From an optimization exercise on the open Yosys and OpenROAD flow, aimed at small area, a short achievable clock period and few clock cycles per item; shortcuts taken in it are not production practice. Function was checked by simulation only, so behaviour that the tests miss may differ from the original. Power and IR drop assume default switching activity.

**design/flow/flow/run.sh**
```bash
#!/bin/bash
# The standard layout, with plain buf_2 cells as the port buffers (the
# standard flow picks a delay cell for them). Every tool's output goes to
# flow.log here and ORFS's own logs under orfs/logs.
set -euo pipefail
bash standard.sh "BUFFER_PORTS_ARGS=-buffer_cell sky130_fd_sc_hd__buf_2" finish > flow.log 2>&1
```
**design/flow/standard.sh**
```bash
#!/bin/bash
# synth_recipe.tcl (not shown) runs the flow's synth.tcl, then flattens the netlist and writes it again
# the make line also repeats each setting of config.mk as NAME=value (left out here)
make -C /OpenROAD-flow-scripts/flow DESIGN_CONFIG=/design/flow/config.mk WORK_HOME=/design/flow/orfs CLKGATE_MAP_FILE= SYNTH_SCRIPT=/design/flow/synth_recipe.tcl "${@:-finish}"
```
**design/flow/config.mk**
```make
export PLATFORM = sky130hd
export DESIGN_NAME = low_score_flank_window_selector
export DESIGN_NICKNAME = low_score_flank_window_selector
export VERILOG_FILES = /design/flow/design.v
export SDC_FILE = /design/flow/constraint.sdc
export NUM_CORES = 4
export LEC_CHECK = 0
export CAP_MARGIN = 20
export CORE_MARGIN = 2
export CORE_UTILIZATION = 40
export CTS_BUF_LIST = sky130_fd_sc_hd__clkbuf_8
export CTS_CLUSTER_DIAMETER = 60
export CTS_CLUSTER_SIZE = 20
export SETUP_SLACK_MARGIN = 2.8
export SLEW_MARGIN = 20
```
**design/flow/constraint.sdc**
```tcl
create_clock -name core_clock -period 5.5 [get_ports {clk}]
set_input_delay 1.1000 -clock core_clock [delete_from_list [all_inputs] [get_ports {clk}]]
set_output_delay 1.1000 -clock core_clock [all_outputs]
set_load 0.01 [all_outputs]
```
**design/flow/design.v**
```verilog
package lsfws_pkg;
    localparam int WINDOW_SIZE = 5;
    localparam int MID_INDEX   = WINDOW_SIZE / 2;
    localparam int FILL_W      = $clog2(WINDOW_SIZE + 1);
    localparam int POS_W       = 32;
    localparam int SCORE_W     = 17;
    localparam int QUEUE_DEPTH = 2;
    localparam int QPTR_W      = (QUEUE_DEPTH > 1) ? $clog2(QUEUE_DEPTH) : 1;
    localparam int QCNT_W      = $clog2(QUEUE_DEPTH + 1);
    localparam int PADDR_W     = 3;
    localparam int PDATA_W     = 32;
    localparam logic [SCORE_W-1:0] THRESHOLD_RESET = 17'd64881;
    localparam logic FUNC_INSERT = 1'b0;
    localparam logic FUNC_FLUSH  = 1'b1;
    localparam logic [PADDR_W-3:0] REG_SCORE_THRESHOLD = '0;
    typedef logic [POS_W-1:0]   pos_t;
    typedef logic [SCORE_W-1:0] score_t;
    typedef struct packed {
        logic   func;
        pos_t   position;
        score_t score;
    } item_t;
    typedef struct packed {
        pos_t kept_position;
        logic last;
    } result_t;
    typedef struct packed {
        pos_t [WINDOW_SIZE-1:0] positions;
        logic [WINDOW_SIZE-1:0] mask;
    } job_t;
endpackage
module low_score_flank_window_selector
(
    input  logic               clk,
    input  logic               rst_n,
    input  logic               psel,
    input  logic               penable,
    input  logic               pwrite,
    input  logic [lsfws_pkg::PADDR_W-1:0] paddr,
    input  logic [lsfws_pkg::PDATA_W-1:0] pwdata,
    output logic [lsfws_pkg::PDATA_W-1:0] prdata,
    output logic               pready,
    input  logic               item_valid,
    output logic               item_stall,
    input  lsfws_pkg::item_t              item,
    output logic               result_valid,
    input  logic               result_stall,
    output lsfws_pkg::result_t            result
);
    localparam int SLOTS   = lsfws_pkg::WINDOW_SIZE;
    localparam int SCORE_W = lsfws_pkg::SCORE_W;
    localparam int POS_W   = lsfws_pkg::POS_W;
    localparam int PDATA_W = lsfws_pkg::PDATA_W;
    lsfws_pkg::score_t           threshold_reg;
    logic [SLOTS-1:0][POS_W-1:0] pos_reg;
    logic [SLOTS-1:0]            pend_reg;
    logic [SLOTS-1:0]            last_reg;
    logic [2:0]                  unkept_reg;      
    lsfws_pkg::score_t           s1_reg;          
    lsfws_pkg::score_t           s2_reg;          
    lsfws_pkg::score_t           m_reg;           
    logic [2:0]                  fill_reg;
    logic                        stall_reg;
    logic                        out_valid_reg;
    lsfws_pkg::result_t          out_reg;
    function automatic logic lt(input logic [SCORE_W-1:0] a, input logic [SCORE_W-1:0] b);
        logic [31:0] l;
        logic [31:0] e;
        l = '0;
        e = '1;
        for (int i = 0; i < SCORE_W; i++)
        begin
            l[i] = ~a[i] & b[i];
            e[i] = ~(a[i] ^ b[i]);
        end
        for (int w = 1; w < 32; w = w * 2)
            for (int i = 0; i + w < 32; i = i + 2 * w)
            begin
                l[i] = l[i+w] | (e[i+w] & l[i]);
                e[i] = e[i+w] & e[i];
            end
        lt = l[0];
    endfunction
    assign pready = 1'b1;
    always_ff @(posedge clk or negedge rst_n)
    begin
        if (!rst_n)
            threshold_reg <= lsfws_pkg::THRESHOLD_RESET;
        else if (psel && penable && pwrite && !paddr[2])
            threshold_reg <= pwdata[SCORE_W-1:0];
    end
    assign prdata = paddr[2] ? '0 : PDATA_W'(threshold_reg);
    logic             accept;
    logic             insert;
    logic             flush;
    logic             full;
    logic             b1;
    logic             b2;
    logic             bm;
    logic             low;
    logic [2:0]       unkept_sh;   
    logic [SLOTS-1:0] newp;        
    assign item_stall = stall_reg && result_stall;
    assign accept     = item_valid && !item_stall;
    assign insert     = accept && !item.func;
    assign flush      = accept && item.func;
    assign full       = (fill_reg == 3'd5);
    assign b1 = lt(s1_reg, threshold_reg);
    assign b2 = lt(s2_reg, threshold_reg);
    assign bm = lt(m_reg, threshold_reg);
    always_comb
    begin
        if (item.func)
        begin
            unkept_sh = unkept_reg;
            if (full)
                low = b1 | b2;                           
            else
                low = (b1 && fill_reg >= 3'd1)
                    | (b2 && fill_reg >= 3'd2)
                    | (bm && fill_reg >= 3'd3);          
        end
        else
        begin
            unkept_sh = (unkept_reg == 3'd5) ? 3'd5 : unkept_reg + 3'd1;
            if (full)
                low = b2;                                
            else if (fill_reg == 3'd4)
                low = bm | b2;                           
            else
                low = 1'b0;
        end
        for (int i = 0; i < SLOTS; i++)
            newp[i] = low && (3'(i) < unkept_sh);
    end
    logic [SLOTS-1:0] pick;        
    logic             load_out;
    logic [POS_W-1:0] pick_pos;
    logic             pick_last;
    always_comb
    begin
        pick = '0;
        for (int i = 0; i < SLOTS; i++)
            if (pend_reg[i])
            begin
                pick    = '0;
                pick[i] = 1'b1;
            end
        pick_pos  = '0;
        pick_last = 1'b0;
        for (int i = 0; i < SLOTS; i++)
        begin
            pick_pos  = pick_pos | (pick[i] ? pos_reg[i] : '0);
            pick_last = pick_last | (pick[i] & last_reg[i]);
        end
    end
    assign load_out = (|pend_reg) && (!out_valid_reg || !result_stall);
    logic [SLOTS-1:0] pend_left;
    logic [SLOTS-1:0] pend_next;
    logic             out_valid_next;
    assign pend_left = load_out ? (pend_reg & ~pick) : pend_reg;
    always_comb
    begin
        if (insert)
            pend_next = {pend_left[SLOTS-2:0], 1'b0} | newp;
        else if (flush)
            pend_next = pend_left | newp;
        else
            pend_next = pend_left;
        out_valid_next = load_out || (out_valid_reg && result_stall);
    end
    always_ff @(posedge clk or negedge rst_n)
    begin
        if (!rst_n)
        begin
            pend_reg      <= '0;
            unkept_reg    <= '0;
            fill_reg      <= '0;
            stall_reg     <= 1'b0;
            out_valid_reg <= 1'b0;
        end
        else
        begin
            pend_reg <= pend_next;
            if (flush || (insert && low))
                unkept_reg <= '0;
            else if (insert)
                unkept_reg <= unkept_sh;
            if (insert && !full)
                fill_reg <= fill_reg + 3'd1;
            else if (flush)
                fill_reg <= '0;
            stall_reg     <= pend_next[SLOTS-1] && out_valid_next;
            out_valid_reg <= out_valid_next;
        end
    end
    always_ff @(posedge clk)
    begin
        if (insert)
        begin
            pos_reg  <= {pos_reg[SLOTS-2:0], item.position};
            last_reg <= {last_reg[SLOTS-2:0], low};
            s1_reg   <= item.score;
            s2_reg   <= s1_reg;
            if (fill_reg == 3'd2 || lt(s2_reg, m_reg))
                m_reg <= s2_reg;
        end
        else if (flush)
            last_reg[0] <= last_reg[0] | newp[0];
        if (load_out)
            out_reg <= {pick_pos, pick_last};
    end
    assign result_valid = out_valid_reg;
    assign result       = out_reg;
endmodule
```
==> metrics.yaml, run 1 <==
drt:
  routedWlPerCell_um: 17.3
  drtPass1Iterations: 5
  vias_per_cell: 5.06
  wirelength_mm: 23.1
  vias: 6749
  drc: 0
  drtIter0Drc: 494
  ant_nets: 0
logic_synthesis:
  synth-warning-count: 1
  yosys.area.top_type: "edfxtp_1"
  syn_avg_cell_area_um2: 14.8
  yosysTopAreaCellShare_pct: 63.2
  synthDistinctLibCells: 60
  synth-seq-cells: 279
  syn_area_mm2: 0.0118
  synthCells: 800
  yosys-top-cells-area: "edfxtp_1 (63%), ha_1 (7.3%), dfrtp_1 (4.0%)"
  synth_ff_type: "edfxtp_1"
  synth_edf_count: 249
  seq_area_frac_synth_pct: 69.7
  async_reset_ff_share_pct: 10.8
critical_path:
  cp-start-kind: "input port"
  path_cells: "buf_4 -> nor2b_1 -> buf_2"
  required_ns: 4.40
  crit_slowest_cell: "buf_4"
  critical_path_class: "in -> out"
  cp.arrival_ns: 1.56
  cpPeakStageDelay_ns: 0.18
  path_max_fanout: 18
  cp_num_buf_inv: 2
  critical_path.top_delay_family: "buffers and inverters"
  end_kind: "output port"
  cp_num_cells: 3
  worst-r2r-cell-count: 8
floorplanning:
  die_area_mm2: 0.0310
  initial_core_util_pct: 40.9
  io_pins: 160
  core_area_mm2: 0.0289
  placementRows: 62
  dieWidth_um: 176
  die_h_um: 176
layout:
  largest_reg_flops: 160
  antennaDiodeCount: 0
  final_core_util_pct: 46.7
  final_layout_size_suffix_gt1_share_pct: 24.1
  area_growth_pct: 14.2
  layout_common_cells: "edfxtp_1 (249), buf_2 (125), ha_1 (69)"
  fill_cells: 2570
  final_common_cell: "edfxtp_1"
  design_area_mm2: 0.0135
  ff_latch_area_mm2: 0.00824
  nNetsFinal: 1093
  multi_input_area_mm2: 0.00325
sta:
  clock_skew_ns: 0.0444
  drv_slew: 0
  setup_viol: 0
  finalCritPeriodShare_pct: 48.4
  max_freq_mhz: 375
  rsz0062_at_grt: "true"
  hold_viol: 0
  relSlewSlack_pct: 34.7
  setup_tns_ns: 0
  period_needed_ns: 2.66
  worstMarginPinSlew_ns: 0.980
clock_network:
  clockBufferDepth: 3
  cts_sinks: 279
  clkTransAtPathRegs_ns: 0.10
  cts_made_buffers: 24
  tritoncts: "done"
  htree_levels: 1
  clock_latency_ns: 0.57
  clk_root_buffer_cell: "clkbuf_8"
  cts_hold_buf: 0
placement:
  gp_congestion: 0.762
  place_area_mm2: 0.0129
  hpwl_mm: 14.6
  portBuffers: 126
grt:
  grt_first_pass_wirelength_mm: 36.8
  first_global_vias: 6691
  overflow: 0
  grt_max_degree: 93
  antenna_found_initial: 0
  grt_usage_pct: 14.9
worst_hold_path:
  hold_path.class: "reg -> reg"
  whs_path_depth: 0
flow_run:
  cap_violations: 0
power_and_ir_drop:
  worst_ir_drop_vdd_v: 0.000198
  power_leakage_nw: 5.18
  pwr_density_cell_mw_per_mm2: 381
outcome:
  status: "finished clean"
-- logic make-up (layout without fill, tap and decap cells) --
family | count (synthesis) | count (layout) | synth area share (%)
xor gates and xnor gates | 1 | 1 | 0.0741
buffers and inverters | 106 | 241 | 3.99
and+or+nand+nor | 131 | 132 | 5.51
adders and majority gates | 69 | 69 | 7.30
muxes | 18 | 18 | 1.70
DFF | 279 | 279 | 69.7
AOI/OAI and AO/OA | 194 | 194 | 11.7
other | 2 | 16 | 0.0635
-- Yosys cell counts (17+ instances only) --
cell type  count
nand2_1       60
a22oi_1       33
a221o_1       33
ha_1          69
mux2_2        17
inv_1         60
a21oi_1       24
o21ai_0       57
dfrtp_1       19
nor2_1        18
clkbuf_1      21
nor2b_1       18
edfxtp_1     249
-- worst paths after layout --
| kind | slack, ns | startpoint | end |
|---|---|---|---|
| worst min-delay path | 0.45 | s2_reg[12] | m_reg[12] |
| worst min register to register | 0.45 | s2_reg[12] | m_reg[12] |
| worst max-delay path | 2.84 | paddr[2] | prdata[16] |
| worst max register to register | 2.92 | threshold_reg[9] | last_reg[0] |
| max in group asynchronous | 4.36 | rst_n | pend_reg[3] |
| min in group asynchronous | 0.60 | rst_n | pend_reg[1] |
-- layout make-up --
| class | instances | area share, % |
|---|---|---|
| timing repair buffer | 136 | 5.30 |
| clock buffer | 26 | 2.65 |
| sequential | 279 | 61.0 |
| inverter | 61 | 1.90 |
| multi-input combinational | 430 | 24.1 |
| clock inverter | 18 | 1.47 |
| tap | 384 | 3.56 |
-- power breakdown --
part	internal [mW]	total [mW]	switching (mW)
combinational	0.436	1.06	0.625
sequential	2.64	2.80	0.154
clock	0.532	1.29	0.759
total	3.61	5.15	1.54
-- routing by layer --
layer	track usage [%]	vias to the layer above	share of wire [%]
met2	23.4	155	46
li1	-	3299	-
met4	3.27	0	1.4
met1	22.1	3271	48
met3	2.15	24	4.7
met5	0	-	0
-- repair_timing --
item                       in CTS  in global routing
cloned                          0                  1
setup endpoints to repair      29                 99
buffers inserted                1                  1
pin swaps                       1                  2
gates resized for setup         2                  4
-- stage by stage --
stage / setup WS, ns / hold WS, ns / total power [mW] / instances
floorplan: 2.36 / 0.417 / 3.47 / 814
global placement: 2.09 / 0.430 / 3.88 / 1286
detailed placement: 2.03 / 0.433 / 3.90 / 1286
CTS: 2.83 / 0.450 / 5.21 / 1331
global route: 2.72 / 0.460 / 5.45 / 1334
finish: 2.84 / 0.448 / 5.15 / 1334
Testbench counts, summed over its fixed seeds: cycles 14,112, items 12,000.
==> run 2: changes to the inputs <==
--- a/design/flow/config.mk
+++ b/design/flow/config.mk
@@ -11,5 +11,5 @@
 export CTS_BUF_LIST = sky130_fd_sc_hd__clkbuf_8
 export CTS_CLUSTER_DIAMETER = 60
-export CTS_CLUSTER_SIZE = 20
+export CTS_CLUSTER_SIZE = 24
 export SETUP_SLACK_MARGIN = 2.8
 export SLEW_MARGIN = 20
==> run 2 against run 1 <==
Sequential share of layout area fell by 0.090 points. Sequential cell count did not move. Clock skew fell by 0.0074 ns. Critical path type unchanged. Sequential power barely moved. Largest power group unchanged.
==> metrics.yaml, run 2 <==
outcome:
  status: "finished clean"
logic_synthesis:
  yosys.area_share.simple_pct: 5.51  # unchanged
  yosys-mux-area-fraction_pct: 1.70  # unchanged
  syn_area_mm2: 0.0118  # unchanged
  seq_area_frac_synth_pct: 69.7  # unchanged
  synthCells: 800  # unchanged
  synth_edf_count: 249  # unchanged
  synthAdderAreaFrac_pct: 7.30  # unchanged
  synth_top_family_by_area: "compound AO/OA/AOI/OAI gates"
  yosys-top-cells-area: "edfxtp_1 (63%), ha_1 (7.3%), dfrtp_1 (4.0%)"
  async_reset_ff_share_pct: 10.8  # unchanged
  syn_avg_cell_area_um2: 14.8  # unchanged
  synth_xor_area_share_pct: 0.0741  # unchanged
  synth_ff_type: "edfxtp_1"
  yosys.area.top_type: "edfxtp_1"
  yosysTopAreaCellShare_pct: 63.2  # unchanged
  synth_common_cells: "edfxtp_1 (249), ha_1 (69), inv_1 (60), nand2_1 (60), o21ai_0 (57)"
  synth-warning-count: 1  # unchanged
  synth-seq-cells: 279  # unchanged
  synth.most_common_cell: "edfxtp_1"
  synth_compound_area_share_pct: 11.7  # unchanged
  synthDistinctLibCells: 60  # unchanged
worst_hold_path:
  hold_path.class: "reg -> reg"
floorplanning:
  initial_core_util_pct: 40.9  # unchanged
  dieWidth_um: 176  # unchanged
  die_h_um: 176  # unchanged
  placementRows: 62  # unchanged
  die_area_mm2: 0.0310  # unchanged
  core_area_mm2: 0.0289  # unchanged
  io_pins: 160  # unchanged
clock_network:
  cts_made_buffers: 24  # unchanged
  clock_latency_ns: 0.57  # about the same
  tritoncts: "done"
  htree_levels: 1  # unchanged
  clk_root_buffer_cell: "clkbuf_8"
  cts_sinks: 279  # unchanged
  clkTransAtPathRegs_ns: 0.12  # +0.02 ns
  clockBufferDepth: 3  # unchanged
power_and_ir_drop:
  pwr_density_cell_mw_per_mm2: 384  # +0.78%
  combPwrFrac_pct: 20.4  # -0.2 points
  p_clk_share_pct: 25.8  # +0.7 points
  p_int_mw: 3.62  # +0.24%
  sequentialPowerShare_pct: 53.8  # -0.5 points
  p_sw_share_pct: 30.4  # +0.48 points
  power_leakage_nw: 5.18  # about the same
  worst_ir_drop_vdd_v: 0.000200  # +1.2%
  switching_power_mw: 1.58  # +2.6%
sta:
  finalCritPeriodShare_pct: 48.5  # +0.052 points
  relSlewSlack_pct: 35.9  # +1.2 points
  setup_viol: 0  # unchanged
  max_freq_mhz: 375  # -0.11%
  rsz0062_at_grt: "true"
  hold_viol: 0  # unchanged
  drv_slew: 0  # unchanged
  setup_tns_ns: 0  # unchanged
  worstMarginPinSlew_ns: 0.961  # -0.0184 ns
  hold_ws_ns: 0.446  # -0.00233 ns
  period_needed_ns: 2.67  # +0.00288 ns
  timing.final.ws_setup_ns: 2.83  # -0.00288 ns
  clock_skew_ns: 0.0371  # -0.00736 ns
grt:
  antenna_found_initial: 0  # unchanged
  overflow: 0  # unchanged
  first_global_vias: 6693  # +0.030%
  grt_first_pass_wirelength_mm: 36.7  # -0.30%
  grt_usage_pct: 14.8  # -0.052 points
  grt_max_degree: 93  # unchanged
placement:
  portBuffers: 126  # unchanged
  hpwl_mm: 14.6  # unchanged
  place_area_mm2: 0.0129  # unchanged
  gp_congestion: 0.762  # unchanged
  dp_worst_setup_slack_ns: 2.03  # unchanged
  place_inst: 1286  # unchanged
drt:
  vias_per_cell: 5.07  # +0.19%
  vias: 6762  # +0.19%
  ant_nets: 0  # unchanged
  wirelength_mm: 22.9  # -0.59%
  drtIter0Drc: 522  # +5.7%
  drtPass1Iterations: 5  # unchanged
  drc: 0  # unchanged
  routedWlPerCell_um: 17.2  # -0.59%
layout:
  area_growth_pct: 14.4
  nNetsFinal: 1093  # unchanged
  final_layout_size_suffix_gt1_share_pct: 24.2  # +0.11 points
  final_common_cell: "edfxtp_1"
  antennaDiodeCount: 0  # unchanged
  fin_cells: 1334  # unchanged
  largest_reg_flops: 160  # unchanged
  design_area_mm2: 0.0135  # +0.15%
  layout_common_cells: "edfxtp_1 (249), buf_2 (125), ha_1 (69)"
critical_path:
  path_max_fanout: 18  # unchanged
  required_ns: 4.40  # about the same
  end_kind: "output port"
  cp-start-kind: "input port"
  cp.arrival_ns: 1.57  # about the same
  critical_path_class: "in -> out"
flow_run:
  cap_violations: 0  # unchanged
[run 2: cell count changes in the layout (fill, tap and decap cells not counted), sizes merged]
cell / before / now
clkinv: 8 / 9
clkinvlp: 3 / 2
clkbuf: 26 / 25
inv: 67 / 68
[run 2: final cells by class]
type	count	area [um^2]
Clock buffer	25	344
Clock inverter	19	233
Fill cell	2572	15400
Inverter	61	256
Multi-Input combinational cell	430	3250
Sequential cell	279	8240
Tap cell	384	480
Timing Repair Buffer	136	716
[run 2: repair_timing]
| item | CTS | global route |
|---|---|---|
| hold buffers | 0 | 0 |
| gates resized for setup | 2 | 4 |
| cloned | 0 | 1 |
| endpoints found under the setup margin | 30 | 88 |
| buffers inserted | 1 | 1 |
| pin swaps | 1 | 2 |
[run 2: critical path: stages]
cell,delay [ns]
buf_4,0.18
nor2b_1,0.14
buf_2,0.14
[run 2: metrics by stage]
step | utilization [%] | power [mW]
floorplan | - | 3.47
global placement | 44.6 | 3.88
detailed placement | 44.6 | 3.90
CTS | 46.6 | 5.26
global route | 46.7 | 5.49
finish | 46.7 | 5.20
[run 2: metal layers]
metal / GRT usage [%] / vias to the layer above / share of wire (%)
met5: 0 / - / 0
met4: 3.20 / 0 / 1.4
met3: 2.15 / 22 / 4.9
met2: 23.4 / 161 / 46
met1: 21.9 / 3279 / 48
li1: - / 3300 / -
[run 2: logic make-up after synthesis]
logic type                 count (synthesis)
DFF                                      279
AOI/OAI and AO/OA                        194
and+or+nand+nor                          131
buffers and inverters                    106
adders and majority gates                 69
muxes                                     18
other                                      2
xor gates and xnor gates                   1
[run 2: final timing paths]
path                                        from           to  slack, ns  cells after the start
max in group asynchronous                  rst_n  pend_reg[3]       4.36                      1
worst max-delay path                    paddr[2]   prdata[16]       2.83                      3
worst min-delay path                 pos_reg[54]  pos_reg[86]       0.45                      0
worst max register to register  threshold_reg[9]  last_reg[0]       2.92                      8
worst min register to register       pos_reg[54]  pos_reg[86]       0.45                      0
min in group asynchronous                  rst_n  pend_reg[1]       0.59                      1
[run 2: power by group through the flow]
stage | registers, mW | clock network, mW | logic, mW
floorplan | 2.86 | 0 | 0.617
global placement | 2.84 | 0 | 1.04
detailed placement | 2.84 | 0 | 1.05
CTS | 2.80 | 1.39 | 1.06
global route | 2.83 | 1.47 | 1.19
finish | 2.80 | 1.34 | 1.06
==> run 3: changes to the inputs <==
--- a/design/flow/config.mk
+++ b/design/flow/config.mk
@@ -9,7 +9,7 @@
 export CORE_MARGIN = 2
 export CORE_UTILIZATION = 40
-export CTS_BUF_LIST = sky130_fd_sc_hd__clkbuf_8
+export CTS_BUF_LIST = sky130_fd_sc_hd__clkbuf_16
 export CTS_CLUSTER_DIAMETER = 60
-export CTS_CLUSTER_SIZE = 24
+export CTS_CLUSTER_SIZE = 30
 export SETUP_SLACK_MARGIN = 2.8
 export SLEW_MARGIN = 20
==> run 3 against run 2 <==
Worst hold slack got worse by 0.0079 ns. Global-route usage rose by 0.063 points. First-iteration DRC count is 19% lower. Largest power group unchanged. Highest routed layer unchanged.
==> metrics.yaml, run 3 <==
outcome:
  status: "finished clean"
logic_synthesis:
  synth-warning-count: 1  # unchanged
  yosys.area.top_type: "edfxtp_1"
  synth_edf_count: 249  # unchanged
  seq_area_frac_synth_pct: 69.7  # unchanged
  synth_common_cells: "edfxtp_1 (249), ha_1 (69), inv_1 (60), nand2_1 (60), o21ai_0 (57)"
  yosysTopAreaCellShare_pct: 63.2  # unchanged
  synth-seq-cells: 279  # unchanged
  syn_area_mm2: 0.0118  # unchanged
  synthDistinctLibCells: 60  # unchanged
  synthCells: 800  # unchanged
  synth.most_common_cell: "edfxtp_1"
  yosys-top-cells-area: "edfxtp_1 (63%), ha_1 (7.3%), dfrtp_1 (4.0%)"
  synth_ff_type: "edfxtp_1"
  async_reset_ff_share_pct: 10.8  # unchanged
  syn_avg_cell_area_um2: 14.8  # unchanged
flow_run:
  cap_violations: 0  # unchanged
floorplanning:
  die_area_mm2: 0.0310  # unchanged
  io_pins: 160  # unchanged
  placementRows: 62  # unchanged
  die_h_um: 176  # unchanged
  core_area_mm2: 0.0289  # unchanged
  dieWidth_um: 176  # unchanged
  initial_core_util_pct: 40.9  # unchanged
sta:
  finalCritPeriodShare_pct: 48.8  # +0.27 points
  period_needed_ns: 2.68  # +0.0151 ns
  clock_skew_ns: 0.0216  # -0.0154 ns
  setup_tns_ns: 0  # unchanged
  rsz0062_at_grt: "true"
  hold_viol: 0  # unchanged
  setup_viol: 0  # unchanged
  timing.final.ws_setup_ns: 2.82  # -0.0151 ns
  worstMarginPinSlew_ns: 0.973  # +0.0113 ns
  max_freq_mhz: 373  # -0.56%
  relSlewSlack_pct: 35.1  # -0.75 points
  drv_slew: 0  # unchanged
power_and_ir_drop:
  p_int_mw: 4.02  # +11%
  combPwrFrac_pct: 18.8  # -1.6 points
  sequentialPowerShare_pct: 49.4  # -4.4 points
  pwr_density_cell_mw_per_mm2: 410  # +6.6%
  power_leakage_nw: 5.31  # +2.5%
  p_clk_share_pct: 31.7  # +5.9 points
  worst_ir_drop_vdd_v: 0.000217  # +8.5%
  p_sw_share_pct: 29.0  # -1.3 points
  switching_power_mw: 1.64  # +4.1%
clock_network:
  clk_root_buffer_cell: "clkbuf_16"
  clockBufferDepth: 3  # unchanged
  htree_levels: 1  # unchanged
  clkTransAtPathRegs_ns: 0.08  # -0.04 ns
  clock_latency_ns: 0.53  # -0.04 ns
  tritoncts: "done"
  cts_made_buffers: 24  # unchanged
  cts_sinks: 279  # unchanged
drt:
  wirelength_mm: 23.1  # +0.88%
  vias: 6814  # +0.77%
  routedWlPerCell_um: 17.4  # +0.88%
  drtIter0Drc: 421  # -19%
  vias_per_cell: 5.11  # +0.77%
  ant_nets: 0  # unchanged
  drc: 0  # unchanged
  drtPass1Iterations: 5  # unchanged
layout:
  final_common_cell: "edfxtp_1"
  antennaDiodeCount: 0  # unchanged
  area_growth_pct: 16.9
  layout_common_cells: "edfxtp_1 (249), buf_2 (125), ha_1 (69)"
  final_layout_size_suffix_gt1_share_pct: 24.5  # +0.32 points
  fill_cells: 2527  # -1.7%
  largest_reg_flops: 160  # unchanged
  nNetsFinal: 1093  # unchanged
placement:
  dp_worst_setup_slack_ns: 2.03  # unchanged
  hpwl_mm: 14.6  # unchanged
  gp_congestion: 0.762  # unchanged
  portBuffers: 126  # unchanged
critical_path:
  critical_path_class: "in -> out"
  path_max_fanout: 18  # unchanged
  end_kind: "output port"
  required_ns: 4.40  # about the same
  startpoint: "paddr[2]"
  regToRegStartpoint: "threshold_reg[9]"
  cp.arrival_ns: 1.58  # about the same
  cp-start-kind: "input port"
worst_hold_path:
  hold_path.class: "reg -> reg"
  holdCritStartpoint: "pos_reg[54]"
grt:
  grt_max_degree: 93  # unchanged
  overflow: 0  # unchanged
  grt_usage_pct: 14.9  # +0.063 points
  first_global_vias: 6692  # -0.015%
  grt_first_pass_wirelength_mm: 36.8  # +0.28%
  antenna_found_initial: 0  # unchanged
-- run 3: worst max-delay path, cell delays in order --
cell and delay, ns:
buf_4 0.18, nor2b_1 0.15, buf_2 0.15
-- run 3: per-stage QoR --
stage | power, mW | hold slack (ns) | util (%) | cells | instance area [um^2]
3_5_place_dp | 3.90 | 0.433 | 44.6 | 1286 | 12900
3_3_place_gp | 3.88 | 0.430 | 44.6 | 1286 | 12900
2_1_floorplan | 3.47 | 0.417 | - | 814 | 12000
4_1_cts | 5.71 | 0.447 | 47.6 | 1331 | 13800
5_1_grt | 5.95 | 0.455 | 47.8 | 1334 | 13800
6_report | 5.66 | 0.438 | 47.8 | 1334 | 13800
-- run 3: timing repair --
item	in CTS	in global routing
buffers inserted	1	1
endpoints found under the hold margin	0	0
cloned	0	1
setup endpoints to repair	34	115
hold buffers	0	0
gates resized for setup	2	9
pin swaps	1	4
-- run 3: worst paths after layout --
path | endpoint | slack, ns | depth (start not counted)
max | prdata[16] | 2.82 | 3
min | pos_reg[86] | 0.44 | 0
max reg2reg | last_reg[0] | 2.91 | 8
min reg2reg | pos_reg[86] | 0.44 | 0
max in group asynchronous | pend_reg[3] | 4.32 | 1
min in group asynchronous | threshold_reg[16] | 0.64 | 1
-- run 3: cell type report --
| cell class | count | area [um^2] | share of cell area, % |
|---|---|---|---|
| well taps | 384 | 480 | 3.48 |
| clock inverters | 19 | 233 | 1.68 |
| multi-input cells | 430 | 3260 | 23.6 |
| clock buffers | 25 | 626 | 4.53 |
| repair buffers | 136 | 719 | 5.21 |
| flip-flops and latches | 279 | 8250 | 59.7 |
| inverters | 61 | 256 | 1.86 |
-- run 3: logic make-up (layout without fill, tap and decap cells) --
logic type	Yosys count	count (layout)	synth area share, %
flops	279	279	69.7
compound gates	194	194	11.7
simple gates	131	132	5.51
buf+inv	106	241	3.99
fa+ha+maj	69	69	7.30
mux	18	18	1.70
other cells	2	16	0.0635
xor+xnor	1	1	0.0741
-- run 3: power groups by stage --
stage	combinational [mW]	clock [mW]	sequential [mW]
floorplan	0.617	0	2.86
global placement	1.04	0	2.84
detailed placement	1.05	0	2.84
CTS	1.06	1.85	2.80
global route	1.19	1.93	2.83
finish	1.07	1.80	2.80
-- run 3: layer usage --
layer	up-vias	wire length, um	share of wire (%)	track usage, %
li1	3314	-	-	-
met3	24	1100	4.7	2.20
met5	-	0	0	0
met4	0	343	1.5	3.27
met1	3319	11100	48	22.1
met2	157	10600	46	23.4
==> run 4: changes to the inputs <==
--- a/design/flow/config.mk
+++ b/design/flow/config.mk
@@ -9,7 +9,7 @@
 export CORE_MARGIN = 2
 export CORE_UTILIZATION = 40
-export CTS_BUF_LIST = sky130_fd_sc_hd__clkbuf_16
-export CTS_CLUSTER_DIAMETER = 60
-export CTS_CLUSTER_SIZE = 30
+export CTS_BUF_LIST = sky130_fd_sc_hd__clkbuf_8
+export CTS_CLUSTER_DIAMETER = 40
+export CTS_CLUSTER_SIZE = 12
 export SETUP_SLACK_MARGIN = 2.8
 export SLEW_MARGIN = 20
==> run 4 against run 3 <==
Total power about the same. Wire length up 1.6%. Largest power group unchanged. Highest routed layer unchanged. Area after synthesis unchanged.
==> metrics.yaml, run 4 <==
critical_path:
  cp.arrival_ns: 1.58  # about the same
  end_kind: "output port"
  crit_slowest_cell: "buf_4"
  critical_path.top_delay_family: "buffers and inverters"
  path_max_fanout: 18  # unchanged
  critical_path_class: "in -> out"
  cpPeakStageDelay_ns: 0.18  # about the same
  required_ns: 4.40  # about the same
  cp_num_buf_inv: 2  # unchanged
  cp-start-kind: "input port"
  path_cells: "buf_4 -> nor2b_1 -> buf_2"
sta:
  hold_viol: 0  # unchanged
  relSlewSlack_pct: 30.7  # -4.5 points
  finalCritPeriodShare_pct: 48.7  # -0.090 points
  setup_tns_ns: 0  # unchanged
  clock_skew_ns: 0.0135  # -0.00816 ns
  max_freq_mhz: 373  # +0.18%
  period_needed_ns: 2.68  # -0.00494 ns
  setup_viol: 0  # unchanged
  rsz0062_at_grt: "true"
  drv_slew: 0  # unchanged
  worstMarginPinSlew_ns: 1.04  # +0.0660 ns
clock_network:
  tritoncts: "done"
  htree_levels: 2  # +1
  clkTransAtPathRegs_ns: 0.08  # about the same
  cts_made_buffers: 40  # +67%
  cts_sinks: 279  # unchanged
  clock_latency_ns: 0.54  # about the same
  clk_root_buffer_cell: "clkbuf_8"
  clockBufferDepth: 3  # unchanged
  cts_hold_buf: 0  # unchanged
placement:
  portBuffers: 126  # unchanged
  place_area_mm2: 0.0129  # unchanged
  gp_congestion: 0.762  # unchanged
  hpwl_mm: 14.6  # unchanged
logic_synthesis:
  synthDistinctLibCells: 60  # unchanged
  synth.most_common_cell: "edfxtp_1"
  synth_ff_type: "edfxtp_1"
  yosys-top-cells-area: "edfxtp_1 (63%), ha_1 (7.3%), dfrtp_1 (4.0%)"
  synth-warning-count: 1  # unchanged
  synthCells: 800  # unchanged
  synth_edf_count: 249  # unchanged
  synth-seq-cells: 279  # unchanged
  yosysTopAreaCellShare_pct: 63.2  # unchanged
  syn_area_mm2: 0.0118  # unchanged
  synth_common_cells: "edfxtp_1 (249), ha_1 (69), inv_1 (60), nand2_1 (60), o21ai_0 (57)"
  seq_area_frac_synth_pct: 69.7  # unchanged
  syn_avg_cell_area_um2: 14.8  # unchanged
  async_reset_ff_share_pct: 10.8  # unchanged
  yosys.area.top_type: "edfxtp_1"
layout:
  ff_latch_area_mm2: 0.00825  # unchanged
  nNetsFinal: 1109  # +1.5%
  final_layout_size_suffix_gt1_share_pct: 26.1  # +1.6 points
  antennaDiodeCount: 0  # unchanged
  design_area_mm2: 0.0138  # about the same
  largest_reg_flops: 160  # unchanged
  area_growth_pct: 17.0  # about the same
  layout_common_cells: "edfxtp_1 (249), buf_2 (125), ha_1 (69)"
  fill_cells: 2556  # +1.1%
  multi_input_area_mm2: 0.00326  # -0.15%
  final_common_cell: "edfxtp_1"
power_and_ir_drop:
  worst_ir_drop_vdd_v: 0.000229  # +5.3%
  pwr_density_cell_mw_per_mm2: 409  # -0.12%
  power_leakage_nw: 5.33  # +0.50%
grt:
  grt_use_met2_pct: 23.6  # +0.15 points
  first_global_vias: 6861  # +2.5%
  met1_usage_pct: 21.9  # -0.21 points
  busiest_layer: "met2"
  grt_first_pass_wirelength_mm: 37.2  # +0.96%
  grt_usage_pct: 15.2  # +0.27 points
  overflow: 0  # unchanged
  grt_max_degree: 93  # unchanged
  antenna_found_initial: 0  # unchanged
  global_route.usage.met3_pct: 3.29  # +1.1 points
drt:
  ant_nets: 0  # unchanged
  vias: 6898  # +1.2%
  wirelength_mm: 23.5  # +1.6%
  drtPass1Iterations: 5  # unchanged
  vias_per_cell: 5.06  # -0.92%
  drtIter0Drc: 459  # +9.0%
  routedWlPerCell_um: 17.2  # -0.59%
  drc: 0  # unchanged
outcome:
  status: "finished clean"
flow_run:
  cap_violations: 0  # unchanged
floorplanning:
  core_area_mm2: 0.0289  # unchanged
  die_area_mm2: 0.0310  # unchanged
  initial_core_util_pct: 40.9  # unchanged
  dieWidth_um: 176  # unchanged
  placementRows: 62  # unchanged
  die_h_um: 176  # unchanged
  io_pins: 160  # unchanged
worst_hold_path:
  hold_path.class: "reg -> reg"
[run 4: final timing paths]
kind                               from          endpoint  slack (ns)  cells past startpoint
max                            paddr[2]        prdata[16]        2.82                      3
min                        pos_reg[118]      pos_reg[150]        0.45                      0
max reg2reg                 pend_reg[4]       out_reg[28]        2.86                      4
min reg2reg                pos_reg[118]      pos_reg[150]        0.45                      0
max in group asynchronous         rst_n       pend_reg[3]        4.35                      1
min in group asynchronous         rst_n  threshold_reg[3]        0.63                      1
[run 4: power breakdown]
part	leakage [nW]	internal [mW]	switching, mW
Clock	0.437	0.951	0.840
Combinational	2.19	0.439	0.629
Sequential	2.70	2.64	0.155
Total	5.33	4.03	1.62
[run 4: cells by family after synthesis]
kind of cell,synth area share [%]
AO/OA/AOI/OAI,11.7
XOR/XNOR,0.0741
adder cells (fa/ha/maj),7.30
buffers and inverters,3.99
flip-flops,69.7
multiplexers,1.70
other,0.0635
AND/OR/NAND/NOR,5.51
[run 4: what timing repair did]
item,CTS,global route
hold endpoints to repair,0,0
pin swaps,1,3
endpoints found under the setup margin,38,82
resized for setup,2,7
gates cloned,0,1
buffers inserted,1,1
[run 4: worst register-to-register path, cell delays in order (launching register included)]
cell,delay [ns]
dfrtp_2,0.39
buf_4,0.34
or4_4,0.66
nor2_2,0.81
a221o_1,0.30
[run 4: final cells by class]
class                      count  area share, %
clock buffer                  40           3.98
clock inverter                33           2.39
inverter                      61           1.85
multi-input combinational    430           23.5
sequential                   279           59.6
tap                          384           3.47
timing repair buffer         136           5.17
[run 4: through the flow]
| step | hold WS [ns] | instances | worst slack [ns] | utilization, % | power, mW |
|---|---|---|---|---|---|
| final | 0.448 | 1363 | 2.82 | 47.8 | 5.66 |
| after detailed placement | 0.433 | 1286 | 2.03 | 44.6 | 3.90 |
| after CTS | 0.442 | 1360 | 2.83 | 47.6 | 5.71 |
| after global placement | 0.430 | 1286 | 2.09 | 44.6 | 3.88 |
| after global routing | 0.455 | 1363 | 2.78 | 47.8 | 5.96 |
| after floorplan | 0.417 | 814 | 2.36 | - | 3.47 |
[run 4: layer usage]
metal	part of all wire [%]	routed length, um
met5	0	0
met4	1.6	382
met3	5.1	1210
met2	46	10700
met1	48	11200
==> run 5: changes to the inputs <==
--- a/design/flow/config.mk
+++ b/design/flow/config.mk
@@ -8,8 +8,8 @@
 export CAP_MARGIN = 20
 export CORE_MARGIN = 2
-export CORE_UTILIZATION = 40
+export CORE_UTILIZATION = 60
 export CTS_BUF_LIST = sky130_fd_sc_hd__clkbuf_8
-export CTS_CLUSTER_DIAMETER = 40
-export CTS_CLUSTER_SIZE = 12
+export CTS_CLUSTER_DIAMETER = 60
+export CTS_CLUSTER_SIZE = 20
 export SETUP_SLACK_MARGIN = 2.8
 export SLEW_MARGIN = 20
==> run 5 against run 4 <==
Still clean on timing, DRC and antenna. Clock power down 37%. Total power shrank 12%. Die area decreased by 33%. Final cell count down 12%. Wire length shrank 3.3%. Critical path depth up 5. Cell area is 4.5% lower. Maximum frequency up 1.1%. Area after synthesis stayed put. Count of clock-buffer cells in the layout is 17 lower. Sequential share of layout area is 2.8 points higher. Largest power group unchanged.
==> metrics.yaml, run 5 <==
outcome:
  status: "finished clean"
floorplanning:
  core_area_mm2: 0.0194  # -33%
  die_h_um: 144  # -18%
  die_area_mm2: 0.0208  # -33%
  initial_core_util_pct: 61.0  # +20 points
  placementRows: 51  # -18%
  io_pins: 160  # unchanged
  dieWidth_um: 144  # -18%
drt:
  vias_per_cell: 5.80  # +15%
  drtIter0Drc: 581  # +27%
  wl_met3_mm: 1.24  # +2.7%
  routedWlPerCell_um: 18.9  # +9.3%
  wl_met1_mm: 10.4  # -6.8%
  wirelength_mm: 22.7  # -3.3%
  ant_nets: 0  # unchanged
  drtPass1Iterations: 5  # unchanged
  top_layer: "met5"
  drc: 0  # unchanged
  vias: 6987  # +1.3%
  dr_wl_met2_mm: 10.5  # -2.5%
critical_path:
  cpPeakStageDelay_ns: 0.59  # +0.41 ns
  regToRegStartpoint: "threshold_reg[15]"
  required_ns: 5.97  # +1.57 ns
  path_max_fanout: 6  # -12
  cp.arrival_ns: 3.12  # +1.54 ns
  worst-r2r-cell-count: 8  # +4
  r2r_slack_ns: 2.85  # about the same
  end_kind: "flop"
  path_cells: "ha_1 -> nand3_1 -> nor3_1 -> o31ai_1 -> a31oi_1 -> a221oi_2 -> o21a_4 -> o32ai_2"
  crit_slowest_cell: "dfstp_2"
  regToRegEndpoint: "pend_reg[0]"
  critical_path_class: "reg -> reg"
  cp-start-kind: "flop"
flow_run:
  cap_violations: 0  # unchanged
logic_synthesis:
  synth_xor_area_share_pct: 0.0741  # unchanged
  syn_avg_cell_area_um2: 14.8  # unchanged
  synth_ff_type: "edfxtp_1"
  yosys.area.top_type: "edfxtp_1"
  async_reset_ff_share_pct: 10.8  # unchanged
  synth_edf_count: 249  # unchanged
  yosys-top-cells-area: "edfxtp_1 (63%), ha_1 (7.3%), dfrtp_1 (4.0%)"
  syn_area_mm2: 0.0118  # unchanged
  seq_area_frac_synth_pct: 69.7  # unchanged
  yosys.area_share.simple_pct: 5.51  # unchanged
  yosysTopAreaCellShare_pct: 63.2  # unchanged
  synthDistinctLibCells: 60  # unchanged
  synth_compound_area_share_pct: 11.7  # unchanged
  synthAdderAreaFrac_pct: 7.30  # unchanged
  synth_top_family_by_area: "compound AO/OA/AOI/OAI gates"
  synth-seq-cells: 279  # unchanged
  yosys-mux-area-fraction_pct: 1.70  # unchanged
  synth.most_common_cell: "edfxtp_1"
  synth_common_cells: "edfxtp_1 (249), ha_1 (69), inv_1 (60), nand2_1 (60), o21ai_0 (57)"
  synth-warning-count: 1  # unchanged
  synthCells: 800  # unchanged
power_and_ir_drop:
  pwr_density_cell_mw_per_mm2: 376  # -8.0%
  p_sw_share_pct: 29.7  # +0.98 points
  worst_ir_drop_vdd_v: 0.000260  # +14%
  sequentialPowerShare_pct: 56.0  # +6.5 points
  combPwrFrac_pct: 21.4  # +2.5 points
  total_power_mw: 4.97  # -12%
  power_leakage_nw: 5.11  # -4.2%
  p_int_mw: 3.50  # -13%
  switching_power_mw: 1.48  # -9.1%
  p_clk_share_pct: 22.6  # -9.1 points
clock_network:
  clock_latency_ns: 0.56  # +0.02 ns
  clkTransAtPathRegs_ns: 0.11  # +0.03 ns
  clockBufferDepth: 3  # unchanged
  tritoncts: "done"
  cts_made_buffers: 21  # -48%
  clk_root_buffer_cell: "clkbuf_8"
  cts_hold_buf: 0  # unchanged
  cts_sinks: 279  # unchanged
  htree_levels: 1  # -1
sta:
  setup_viol: 0  # unchanged
  setup_tns_ns: 0  # unchanged
  clock_skew_ns: 0.0298  # +0.0163 ns
  drv_slew: 0  # unchanged
  max_freq_mhz: 377  # +1.1%
  hold_ws_ns: 0.458  # +0.0106 ns
  rsz0062_at_grt: "false"
  worstMarginPinSlew_ns: 0.969  # -0.0697 ns
  finalCritPeriodShare_pct: 48.2  # -0.51 points
  hold_viol: 0  # unchanged
  period_needed_ns: 2.65  # -0.0279 ns
  relSlewSlack_pct: 35.2  # +4.6 points
  timing.final.ws_setup_ns: 2.85  # +0.0279 ns
worst_hold_path:
  hold_end: "pos_reg[102]"
  whs_path_depth: 0  # unchanged
  hold_path.class: "reg -> reg"
  holdCritStartpoint: "pos_reg[70]"
grt:
  overflow: 0  # unchanged
  grt_first_pass_wirelength_mm: 35.3  # -5.0%
  grt_max_degree: 138  # +48%
  grt_usage_pct: 21.7  # +6.6 points
  first_global_vias: 6910  # +0.71%
  antenna_found_initial: 1  # +1
layout:
  largest_reg_flops: 160  # unchanged
  antennaDiodeCount: 0  # unchanged
  final_layout_size_suffix_gt1_share_pct: 23.5  # -2.6 points
  layout_common_cells: "edfxtp_1 (249), buf_2 (125), ha_1 (69)"
  final_common_cell: "edfxtp_1"
  design_area_mm2: 0.0132  # -4.5%
  nNetsFinal: 1086  # -2.1%
  fill_cells: 1415  # -45%
  area_growth_pct: 11.8
placement:
  hpwl_mm: 14.4  # -1.3%
  portBuffers: 126  # unchanged
  gp_congestion: 0.905  # +19%
  dp_worst_setup_slack_ns: 1.93  # -0.102 ns
  place_area_mm2: 0.0127  # -1.2%
## run 5: cell counts after synthesis
Identical to the previous run, type by type.
## run 5: power groups by stage
| stage | sequential (mW) | clock, mW | combinational [mW] |
|---|---|---|---|
| finish | 2.78 | 1.13 | 1.06 |
| CTS | 2.78 | 1.16 | 1.07 |
| global route | 2.81 | 1.23 | 1.18 |
| detailed placement | 2.83 | 0 | 1.05 |
| floorplan | 2.86 | 0 | 0.617 |
| global placement | 2.82 | 0 | 1.02 |
## run 5: cells by family (layout without fill, tap and decap cells)
family | count (synthesis) | count (layout)
fa+ha+maj | 69 | 69
compound gates | 194 | 194
mux | 18 | 18
flops | 279 | 279
buf+inv | 106 | 232
simple gates | 131 | 131
other cells | 2 | 16
xor+xnor | 1 | 1
## run 5: critical path: cells and delay by family, from the launching register on
family	cells	cell delay (ns)
fa+ha+maj	1	0.19
simple gates	2	0.65
compound gates	5	1.12
flops	1	0.59
## run 5: how the worst max path moves through the flow
| stage | startpoint | to | cells past startpoint |
|---|---|---|---|
| floorplan | item[49] | m_reg[0] | 7 |
| global placement | result_stall | pos_reg[56] | 7 |
| detailed placement | result_stall | last_reg[2] | 7 |
| CTS | paddr[2] | prdata[16] | 3 |
| global route | threshold_reg[9] | last_reg[0] | 8 |
| finish | threshold_reg[15] | pend_reg[0] | 8 |
## run 5: layout make-up
class	count	area [um^2]	area share [%]
clock inverter	15	115	0.871
timing repair buffer	133	701	5.30
sequential	279	8250	62.4
multi-input combinational	429	3240	24.5
inverter	61	267	2.02
tap	265	332	2.51
clock buffer	23	317	2.40
## run 5: per-layer routing
layer,vias to the layer above,global-route usage [%]
met5,-,0
met1,3442,31.8
met3,41,3.38
met2,214,34.1
li1,3288,-
met4,2,6.49
## run 5: through the flow
stage	util, %	std cells
6_report	68.1	1205
3_5_place_dp	65.6	1165
3_3_place_gp	65.6	1165
5_1_grt	68.1	1205
2_1_floorplan	-	814
4_1_cts	68.0	1203
## run 5: repair_timing
item | CTS | global route
gates resized for setup | 6 | 5
pin swaps | 0 | 1
setup buffers | 0 | 1
endpoints found under the setup margin | 137 | 34
endpoints found under the hold margin | 0 | 0
==> run 6: changes to the inputs <==
--- a/design/flow/config.mk
+++ b/design/flow/config.mk
@@ -8,8 +8,7 @@
 export CAP_MARGIN = 20
 export CORE_MARGIN = 2
-export CORE_UTILIZATION = 60
-export CTS_BUF_LIST = sky130_fd_sc_hd__clkbuf_8
-export CTS_CLUSTER_DIAMETER = 60
-export CTS_CLUSTER_SIZE = 20
+export CORE_UTILIZATION = 40
+export CTS_BUF_LIST = sky130_fd_sc_hd__clkbuf_4
+export CTS_CLUSTER_SIZE = 16
 export SETUP_SLACK_MARGIN = 2.8
 export SLEW_MARGIN = 20
==> run 6 against run 5 <==
Sequential power is essentially flat. First-iteration DRC count shrank 21%. Clock skew grew 0.0067 ns. Synthesized cell count is the same. Critical path depth shrank 5. Via count grew 2.1%. Combinational power is essentially flat. Non-clock buffer count grew 10. Cell area grew 5.8%. Wire length grew 5.1%. Largest cell class unchanged. Highest routed layer is now met4.
==> metrics.yaml, run 6 <==
outcome:
  status: "finished clean"
placement:
  dp_worst_setup_slack_ns: 2.03  # +0.102 ns
  hpwl_mm: 14.6  # +1.4%
  portBuffers: 126  # unchanged
  gp_congestion: 0.762  # -16%
  place_area_mm2: 0.0129  # +1.2%
  place_inst: 1286  # +10%
critical_path:
  cpPeakStageDelay_ns: 0.18  # -0.41 ns
  path_max_fanout: 18  # +12
  cp-start-kind: "input port"
  cp.arrival_ns: 1.57  # -1.55 ns
  end_kind: "output port"
  path_cells: "buf_4 -> nor2b_1 -> buf_2"
  critical_path_class: "in -> out"
  crit_slowest_cell: "buf_4"
  required_ns: 4.40  # -1.57 ns
sta:
  finalCritPeriodShare_pct: 48.5  # +0.34 points
  timing.final.ws_setup_ns: 2.83  # -0.0184 ns
  rsz0062_at_grt: "false"
  hold_viol: 0  # unchanged
  clock_skew_ns: 0.0365  # +0.00674 ns
  relSlewSlack_pct: 36.6  # +1.3 points
  drv_slew: 0  # unchanged
  max_freq_mhz: 375  # -0.69%
  worstMarginPinSlew_ns: 0.951  # -0.0177 ns
  setup_tns_ns: 0  # unchanged
  setup_viol: 0  # unchanged
  period_needed_ns: 2.67  # +0.0184 ns
layout:
  layout_common_cells: "edfxtp_1 (249), buf_2 (125), clkbuf_4 (113)"
  final_layout_size_suffix_gt1_share_pct: 30.5  # +7.0 points
  design_area_mm2: 0.0140  # +5.8%
  nNetsFinal: 1152  # +6.1%
  final_core_util_pct: 48.3  # -20 points
  fin_cells: 1432  # +19%
  final_common_cell: "edfxtp_1"
  area_growth_pct: 18.3
  largest_reg_flops: 160  # unchanged
logic_synthesis:
  syn_area_mm2: 0.0118  # unchanged
  synth.most_common_cell: "edfxtp_1"
  syn_avg_cell_area_um2: 14.8  # unchanged
  synth_ff_type: "edfxtp_1"
  synthDistinctLibCells: 60  # unchanged
  synth_common_cells: "edfxtp_1 (249), ha_1 (69), inv_1 (60), nand2_1 (60), o21ai_0 (57)"
  yosys-top-cells-area: "edfxtp_1 (63%), ha_1 (7.3%), dfrtp_1 (4.0%)"
  yosys.area.top_type: "edfxtp_1"
  synth-seq-cells: 279  # unchanged
  synth-warning-count: 1  # unchanged
  async_reset_ff_share_pct: 10.8  # unchanged
  synth_edf_count: 249  # unchanged
  seq_area_frac_synth_pct: 69.7  # unchanged
  yosysTopAreaCellShare_pct: 63.2  # unchanged
  synthCells: 800  # unchanged
floorplanning:
  dieWidth_um: 176  # +22%
  die_area_mm2: 0.0310  # +48%
  core_area_mm2: 0.0289  # +49%
  initial_core_util_pct: 40.9  # -20 points
  io_pins: 160  # unchanged
  placementRows: 62  # +22%
  die_h_um: 176  # +22%
grt:
  grt_usage_pct: 15.5  # -6.2 points
  grt_first_pass_wirelength_mm: 37.8  # +7.2%
  grt_max_degree: 93  # -33%
  overflow: 0  # unchanged
  antenna_found_initial: 1  # unchanged
  first_global_vias: 7180  # +3.9%
drt:
  vias_per_cell: 4.98  # -14%
  drtIter0Drc: 459  # -21%
  wirelength_mm: 23.9  # +5.1%
  routedWlPerCell_um: 16.7  # -12%
  vias: 7131  # +2.1%
  drtPass1Iterations: 5  # unchanged
  ant_nets: 0  # unchanged
  drc: 0  # unchanged
clock_network:
  clkTransAtPathRegs_ns: 0.07  # -0.04 ns
  tritoncts: "done"
  htree_levels: 3  # +2
  clock_latency_ns: 0.65  # +0.09 ns
  clk_root_buffer_cell: "clkbuf_4"
  cts_hold_buf: 0  # unchanged
  clockBufferDepth: 3  # unchanged
  cts_sinks: 279  # unchanged
  cts_made_buffers: 76  # +260%
power_and_ir_drop:
  worst_ir_drop_vdd_v: 0.000238  # -8.6%
  power_leakage_nw: 5.51  # +7.8%
  pwr_density_cell_mw_per_mm2: 409  # +8.6%
worst_hold_path:
  hold_path.class: "reg -> reg"
flow_run:
  cap_violations: 0  # unchanged
## run 6: changes by cell type in the layout (fill, tap and decap cells not counted), moves of 3 or more
cell | previous run | this run
clkbuf_8 | 23 | 0
buf_4 | 4 | 17
clkinv_1 | 0 | 14
buf_6 | 4 | 1
inv_1 | 61 | 58
clkbuf_4 | 0 | 113
## run 6: layout make-up
type | count | area [um^2]
fill | 2553 | 14900
timing repair buffer | 143 | 764
tap | 384 | 480
sequential | 279 | 8250
multi-input combinational | 430 | 3260
antenna | 1 | 2.50
clock inverter | 21 | 129
inverter | 61 | 256
clock buffer | 113 | 848
## run 6: critical path, delay by kind of cell
family	cells	cell delay, ns
and+or+nand+nor	1	0.14
buffers and inverters	2	0.32
## run 6: path summary, 6_finish.rpt
path / start / to / slack [ns] / cells past startpoint
setup / recovery: paddr[2] / prdata[16] / 2.83 / 3
hold / removal: s2_reg[2] / m_reg[2] / 0.42 / 0
setup reg to reg: threshold_reg[9] / last_reg[0] / 2.92 / 8
hold reg to reg: s2_reg[2] / m_reg[2] / 0.42 / 0
max in group asynchronous: rst_n / threshold_reg[9] / 4.46 / 1
min in group asynchronous: rst_n / stall_reg / 0.52 / 1
## run 6: routing by layer
metal	global-route usage (%)	vias up	share of wire, %
met5	0	-	0
met3	3.85	24	5.4
met4	5.27	0	1.2
li1	-	3481	-
met1	21.7	3438	47
met2	23.8	188	46
## run 6: cell families (layout without fill, tap and decap cells)
kind of cell | Yosys count | after routing | share of synthesized area [%]
other | 2 | 17 | 0.0635
muxes | 18 | 18 | 1.70
DFF | 279 | 279 | 69.7
buffers and inverters | 106 | 338 | 3.99
AOI/OAI and AO/OA | 194 | 194 | 11.7
adders and majority gates | 69 | 69 | 7.30
xor gates and xnor gates | 1 | 1 | 0.0741
and+or+nand+nor | 131 | 132 | 5.51
## run 6: metrics by stage
step                      total power [mW]  hold WS (ns)
after floorplan                       3.47         0.417
after global placement                3.88         0.430
after detailed placement              3.90         0.433
after CTS                             5.77         0.420
after global routing                  6.06         0.439
final                                 5.72         0.417
## run 6: repair_timing
| action | 4_1_cts | 5_1_grt |
|---|---|---|
| hold endpoints to repair | 0 | 0 |
| setup endpoints to repair | 33 | 31 |
| pin swaps | 1 | 4 |
| resized for setup | 2 | 7 |
| gates cloned | 0 | 1 |
| buffers inserted | 1 | 8 |
## run 6: where the power goes
group	total (mW)	switching, mW	internal (mW)
clock network	1.83	0.834	0.993
registers	2.79	0.148	2.65
logic	1.09	0.642	0.452
total	5.72	1.62	4.09
==> run 7: changes to the inputs <==
--- a/design/flow/config.mk
+++ b/design/flow/config.mk
@@ -6,4 +6,5 @@
 export NUM_CORES = 4
 export LEC_CHECK = 0
+export ABC_AREA = 1
 export CAP_MARGIN = 20
 export CORE_MARGIN = 2
==> run 7 against run 6 <==
Still clean on timing, DRC and antenna. Combinational power grew 24%. Clock power is essentially flat. Maximum frequency grew 0.69%. Die area grew 0.34%. Non-clock buffer count grew 2. Total power grew 4.6%. Worst hold slack lost 0.0031 ns. Largest power group unchanged. Highest routed layer unchanged.
==> metrics.yaml, run 7 <==
clock_network:
  htree_levels: 3  # unchanged
  clkTransAtPathRegs_ns: 0.07  # about the same
  clockBufferDepth: 3  # unchanged
  clk_root_buffer_cell: "clkbuf_4"
  cts_sinks: 279  # unchanged
  cts_made_buffers: 71  # -6.6%
  cts_hold_buf: 0  # unchanged
  clock_latency_ns: 0.69  # +0.04 ns
  tritoncts: "done"
logic_synthesis:
  yosys.area.top_type: "edfxtp_1"
  seq_area_frac_synth_pct: 69.5  # -0.24 points
  synthCells: 923  # +15%
  async_reset_ff_share_pct: 10.8  # unchanged
  synthDistinctLibCells: 40  # -33%
  synth_common_cells: "edfxtp_1 (249), nand2_1 (144), inv_1 (108), ha_1 (69), a21oi_1 (54)"
  syn_area_mm2: 0.0119  # +0.34%
  synth_edf_count: 249  # unchanged
  yosys-top-cells-area: "edfxtp_1 (63%), ha_1 (7.3%), nand2_1 (4.6%)"
  yosysTopAreaCellShare_pct: 63.0  # -0.21 points
  synth_ff_type: "edfxtp_1"
  synth.most_common_cell: "edfxtp_1"
  synth-warning-count: 1  # unchanged
  syn_avg_cell_area_um2: 12.9  # -13%
  synth-seq-cells: 279  # unchanged
drt:
  routedWlPerCell_um: 15.7  # -5.9%
  drc: 0  # unchanged
  wirelength_mm: 24.4  # +2.1%
  vias: 7521  # +5.5%
  vias_per_cell: 4.84  # -2.8%
  drtPass1Iterations: 5  # unchanged
  drtIter0Drc: 480  # +4.6%
  ant_nets: 0  # unchanged
layout:
  nNetsFinal: 1275  # +11%
  layout_common_cells: "edfxtp_1 (249), nand2_1 (142), buf_2 (125)"
  final_common_cell: "edfxtp_1"
  largest_reg_flops: 160  # unchanged
  area_growth_pct: 17.9
  final_layout_size_suffix_gt1_share_pct: 25.4  # -5.1 points
  fill_cells: 2672  # +4.7%
grt:
  antenna_found_initial: 1  # unchanged
  grt_usage_pct: 15.9  # +0.35 points
  overflow: 0  # unchanged
  grt_first_pass_wirelength_mm: 38.7  # +2.3%
  first_global_vias: 7439  # +3.6%
  grt_max_degree: 204  # +120%
placement:
  dp_worst_setup_slack_ns: 2.01  # -0.0163 ns
  gp_congestion: 0.759  # -0.35%
  hpwl_mm: 14.5  # -0.50%
  portBuffers: 126  # unchanged
critical_path:
  worst-r2r-cell-count: 9  # +1
  cp.arrival_ns: 1.55  # -0.02 ns
  r2r_slack_ns: 3.04  # +0.12 ns
  end_kind: "output port"
  regToRegStartpoint: "m_reg[7]"
  regToRegEndpoint: "m_reg[0]"
  path_max_fanout: 18  # unchanged
  critical_path_class: "in -> out"
  required_ns: 4.40  # about the same
  cp-start-kind: "input port"
worst_hold_path:
  holdCritStartpoint: "pos_reg[85]"
  hold_end: "pos_reg[117]"
  whs_path_depth: 0  # unchanged
  hold_path.class: "reg -> reg"
sta:
  period_needed_ns: 2.65  # -0.0184 ns
  setup_viol: 0  # unchanged
  hold_ws_ns: 0.414  # -0.00310 ns
  hold_viol: 0  # unchanged
  clock_skew_ns: 0.0524  # +0.0158 ns
  relSlewSlack_pct: 47.6  # +11 points
  timing.final.ws_setup_ns: 2.85  # +0.0184 ns
  setup_tns_ns: 0  # unchanged
  finalCritPeriodShare_pct: 48.2  # -0.33 points
  drv_slew: 0  # unchanged
  worstMarginPinSlew_ns: 0.786  # -0.165 ns
  rsz0062_at_grt: "false"
  max_freq_mhz: 377  # +0.69%
floorplanning:
  die_h_um: 176  # +0.17%
  dieWidth_um: 176  # +0.17%
  placementRows: 63  # +1.6%
  core_area_mm2: 0.0294  # +1.6%
  initial_core_util_pct: 40.4  # -0.51 points
  io_pins: 160  # unchanged
  die_area_mm2: 0.0311  # +0.34%
power_and_ir_drop:
  power_leakage_nw: 5.81  # +5.4%
  pwr_density_cell_mw_per_mm2: 427  # +4.5%
  worst_ir_drop_vdd_v: 0.000186  # -22%
outcome:
  status: "finished clean"
flow_run:
  cap_violations: 0  # unchanged
## run 7: cell types whose count changed after synthesis, moves of 17 or more
| cell | previous run | this run |
|---|---|---|
| nor2b_1 | 18 | 0 |
| a21oi_1 | 24 | 54 |
| inv_1 | 60 | 108 |
| nand2_1 | 60 | 144 |
| a221o_1 | 33 | 0 |
| nor2_1 | 18 | 52 |
| o21ai_0 | 57 | 9 |
| mux2_2 | 17 | 0 |
| nand3_1 | 5 | 47 |
| nand4_1 | 9 | 38 |
## run 7: routing by layer
metal	vias to the layer above	track usage, %	part of all wire, %
met1	3591	22.2	47
li1	3682	-	-
met2	206	24.0	46
met5	-	0	0
met3	42	3.66	5.3
met4	0	6.30	2.2
## run 7: kinds of logic after synthesis
| group | count (synthesis) | share of synthesized area, % |
|---|---|---|
| AND/OR/NAND/NOR | 299 | 11.5 |
| flip-flops | 279 | 69.5 |
| buffers and inverters | 155 | 5.51 |
| AO/OA/AOI/OAI | 118 | 6.11 |
| adder cells (fa/ha/maj) | 69 | 7.28 |
| other | 2 | 0.0633 |
| XOR/XNOR | 1 | 0.137 |
## run 7: worst max-delay path, stage by stage
cell    delay, ns
buf_4        0.17
nor2_1       0.13
buf_2        0.15
## run 7: what timing repair did
item | CTS | global route
gates resized for setup | 4 | 1
endpoints found under the setup margin | 47 | 9
buffers inserted | 8 | 4
## run 7: worst max-delay path by stage
stage / from / to / slack (ns) / cells past startpoint
2_1_floorplan: result_stall / m_reg[0] / 0.11 / 5
3_3_place_gp: pend_reg[4] / pend_reg[1] / 2.01 / 8
3_5_place_dp: pend_reg[4] / pend_reg[2] / 2.01 / 7
4_1_cts: threshold_reg[8] / prdata[8] / 2.80 / 3
5_1_grt: threshold_reg[13] / prdata[13] / 2.80 / 3
6_report: paddr[2] / prdata[9] / 2.85 / 3
## run 7: where the power goes
part	internal, mW	switching [mW]	total, mW
clock network	0.961	0.836	1.80
logic	0.463	0.891	1.35
registers	2.70	0.126	2.83
total	4.12	1.85	5.98
## run 7: cell type report
cell class / instances / area, um^2 / share of cell area [%]
flip-flops and latches: 279 / 8250 / 58.9
multi-input cells: 503 / 3070 / 22.0
repair buffers: 145 / 828 / 5.92
clock buffers: 103 / 773 / 5.53
well taps: 390 / 488 / 3.49
inverters: 114 / 433 / 3.09
clock inverters: 19 / 148 / 1.06
diodes: 1 / 2.50 / 0.0179
## run 7: through the flow
stage	instances	area (um^2)	utilization, %	power [mW]
after floorplan	937	12000	-	3.70
after global placement	1418	12900	43.9	4.19
after detailed placement	1418	12900	43.9	4.21
after CTS	1548	13900	47.3	6.07
after global routing	1554	14000	47.6	6.38
final	1554	14000	47.6	5.98
==> run 8: changes to the inputs <==
--- a/design/flow/config.mk
+++ b/design/flow/config.mk
@@ -6,5 +6,4 @@
 export NUM_CORES = 4
 export LEC_CHECK = 0
-export ABC_AREA = 1
 export CAP_MARGIN = 20
 export CORE_MARGIN = 2
@@ -12,4 +11,4 @@
 export CTS_BUF_LIST = sky130_fd_sc_hd__clkbuf_4
 export CTS_CLUSTER_SIZE = 16
-export SETUP_SLACK_MARGIN = 2.8
+export SETUP_SLACK_MARGIN = 3.2
 export SLEW_MARGIN = 20
==> run 8 against run 7 <==
Sequential share of layout area down 3.3 points. Wire length up 3.0%. Sequential cell count unchanged. Combinational power about the same. Sequential power down 2%.
==> metrics.yaml, run 8 <==
logic_synthesis:
  async_reset_ff_share_pct: 10.8  # unchanged
  yosys.area_share.simple_pct: 5.51  # -5.9 points
  synth_common_cells: "edfxtp_1 (249), ha_1 (69), inv_1 (60), nand2_1 (60), o21ai_0 (57)"
  syn_avg_cell_area_um2: 14.8  # +15%
  yosys-mux-area-fraction_pct: 1.70  # +1.7 points
  synthCells: 800  # -13%
  yosysTopAreaCellShare_pct: 63.2  # +0.21 points
  synth_xor_area_share_pct: 0.0741  # -0.063 points
  yosys.area.top_type: "edfxtp_1"
  synth_edf_count: 249  # unchanged
  synthAdderAreaFrac_pct: 7.30  # +0.025 points
drt:
  ant_nets: 0  # unchanged
  vias_per_cell: 5.02  # +3.7%
  drc: 0  # unchanged
clock_network:
  clk_root_buffer_cell: "clkbuf_4"
  clkTransAtPathRegs_ns: 0.07  # about the same
  htree_levels: 3  # unchanged
  cts_made_buffers: 75  # +5.6%
  cts_sinks: 279  # unchanged
sta:
  drv_slew: 0  # unchanged
  setup_viol: 0  # unchanged
  rsz0062_at_grt: "true"
  setup_tns_ns: 0  # unchanged
  relSlewSlack_pct: 49.2  # +1.6 points
  period_needed_ns: 2.57  # -0.0848 ns
  hold_ws_ns: 0.427  # +0.0135 ns
  hold_viol: 0  # unchanged
  max_freq_mhz: 390  # +3.3%
floorplanning:
  placementRows: 62  # -1.6%
  die_h_um: 176  # -0.17%
  io_pins: 160  # unchanged
  initial_core_util_pct: 40.9  # +0.51 points
layout:
  fin_cells: 1462  # -5.9%
  nNetsFinal: 1179  # -7.5%
  multi_input_area_mm2: 0.00362  # +18%
power_and_ir_drop:
  power_leakage_nw: 5.78  # -0.50%
  pwr_density_cell_mw_per_mm2: 403  # -5.7%
worst_hold_path:
  holdCritStartpoint: "s2_reg[6]"
  whs_path_depth: 0  # unchanged
  hold_path.class: "reg -> reg"
critical_path:
  required_ns: 4.40  # about the same
  cp-start-kind: "flop"
  path_max_fanout: 2  # -16
  critical_path_class: "reg -> out"
  regToRegEndpoint: "last_reg[0]"
outcome:
  status: "finished clean"
placement:
  gp_congestion: 0.776  # +2.2%
flow_run:
  cap_violations: 0  # unchanged
grt:
  grt_usage_pct: 16.6  # +0.71 points
==> run 8: cell count changes after synthesis, sizes merged, moves of 5 or more <==
cell	delta
nor2	-36
mux2	+17
clkbuf	+8
a221o	+33
o21ai	+44
inv	-52
nor3	-5
a211oi	+8
a21oi	-32
nand4	-29
nand2	-88
nor2b	+18
nand3	-42
==> run 8: how the worst max path moves through the flow <==
stage | cells after the start | slack [ns] | start | end
2_1_floorplan | 7 | 2.36 | item[49] | m_reg[0]
3_3_place_gp | 10 | 2.10 | result_stall | stall_reg
3_5_place_dp | 10 | 2.06 | result_stall | stall_reg
4_1_cts | 2 | 2.88 | threshold_reg[12] | prdata[12]
5_1_grt | 2 | 2.86 | threshold_reg[12] | prdata[12]
6_report | 2 | 2.93 | threshold_reg[12] | prdata[12]
==> run 8: power by group through the flow <==
stage	registers, mW	clock network [mW]	logic (mW)
floorplan	2.86	0	0.646
global placement	2.84	0	1.07
detailed placement	2.84	0	1.07
CTS	2.77	1.93	1.29
global route	2.80	2.05	1.49
finish	2.77	1.86	1.35
==> run 8: metrics by stage <==
| step | total power, mW | cell area [um^2] | setup slack (ns) |
|---|---|---|---|
| detailed placement | 3.91 | 13000 | 2.06 |
| finish | 5.98 | 14800 | 2.93 |
| global placement | 3.90 | 13000 | 2.10 |
| global route | 6.34 | 14800 | 2.86 |
| floorplan | 3.50 | 12100 | 2.36 |
| CTS | 6.00 | 14600 | 2.88 |
==> run 8: routing by layer <==
| layer | global-route usage (%) | share of wire [%] | vias up |
|---|---|---|---|
| met5 | 0 | 0 | - |
| li1 | - | - | 3547 |
| met2 | 25.7 | 47 | 185 |
| met4 | 5.30 | 1.4 | 0 |
| met3 | 4.26 | 5.3 | 38 |
| met1 | 23.0 | 46 | 3569 |
==> run 8: what timing repair did <==
item | in CTS | in global routing
pin swaps | 23 | 21
endpoints found under the setup margin | 302 | 132
setup buffers | 25 | 7
resized for setup | 74 | 32
cloned | 6 | 0
hold buffers | 0 | 0
==> run 8: cell families (layout without fill, tap and decap cells) <==
group,count (synthesis),count (layout)
AO/OA/AOI/OAI,194,194
XOR/XNOR,1,1
buffers and inverters,106,368
adder cells (fa/ha/maj),69,69
flip-flops,279,279
other,2,17
AND/OR/NAND/NOR,131,132
multiplexers,18,18
==> run 8: worst max-delay path: stages (launching register included) <==
cell and delay, ns:
dfstp_2 0.56, nor2b_4 0.15, buf_6 0.10
==> run 8: cell type report <==
type / instances / area share, %
Antenna cell: 1 / 0.0169
Clock buffer: 113 / 5.72
Clock inverter: 23 / 0.911
Inverter: 61 / 1.77
Multi-Input combinational cell: 430 / 24.4
Sequential cell: 279 / 55.6
Tap cell: 384 / 3.24
Timing Repair Buffer: 170 / 8.30
Timing Repair inverter: 1 / 0.0506

Setup slack of run 8, layout unchanged: 2.935 ns with ideal ports, 2.715 ns with driving cells assumed (clock clkbuf_16, inputs buf_2), 2.552 ns with port delays also shifted by the 0.700 ns mid clock arrival.
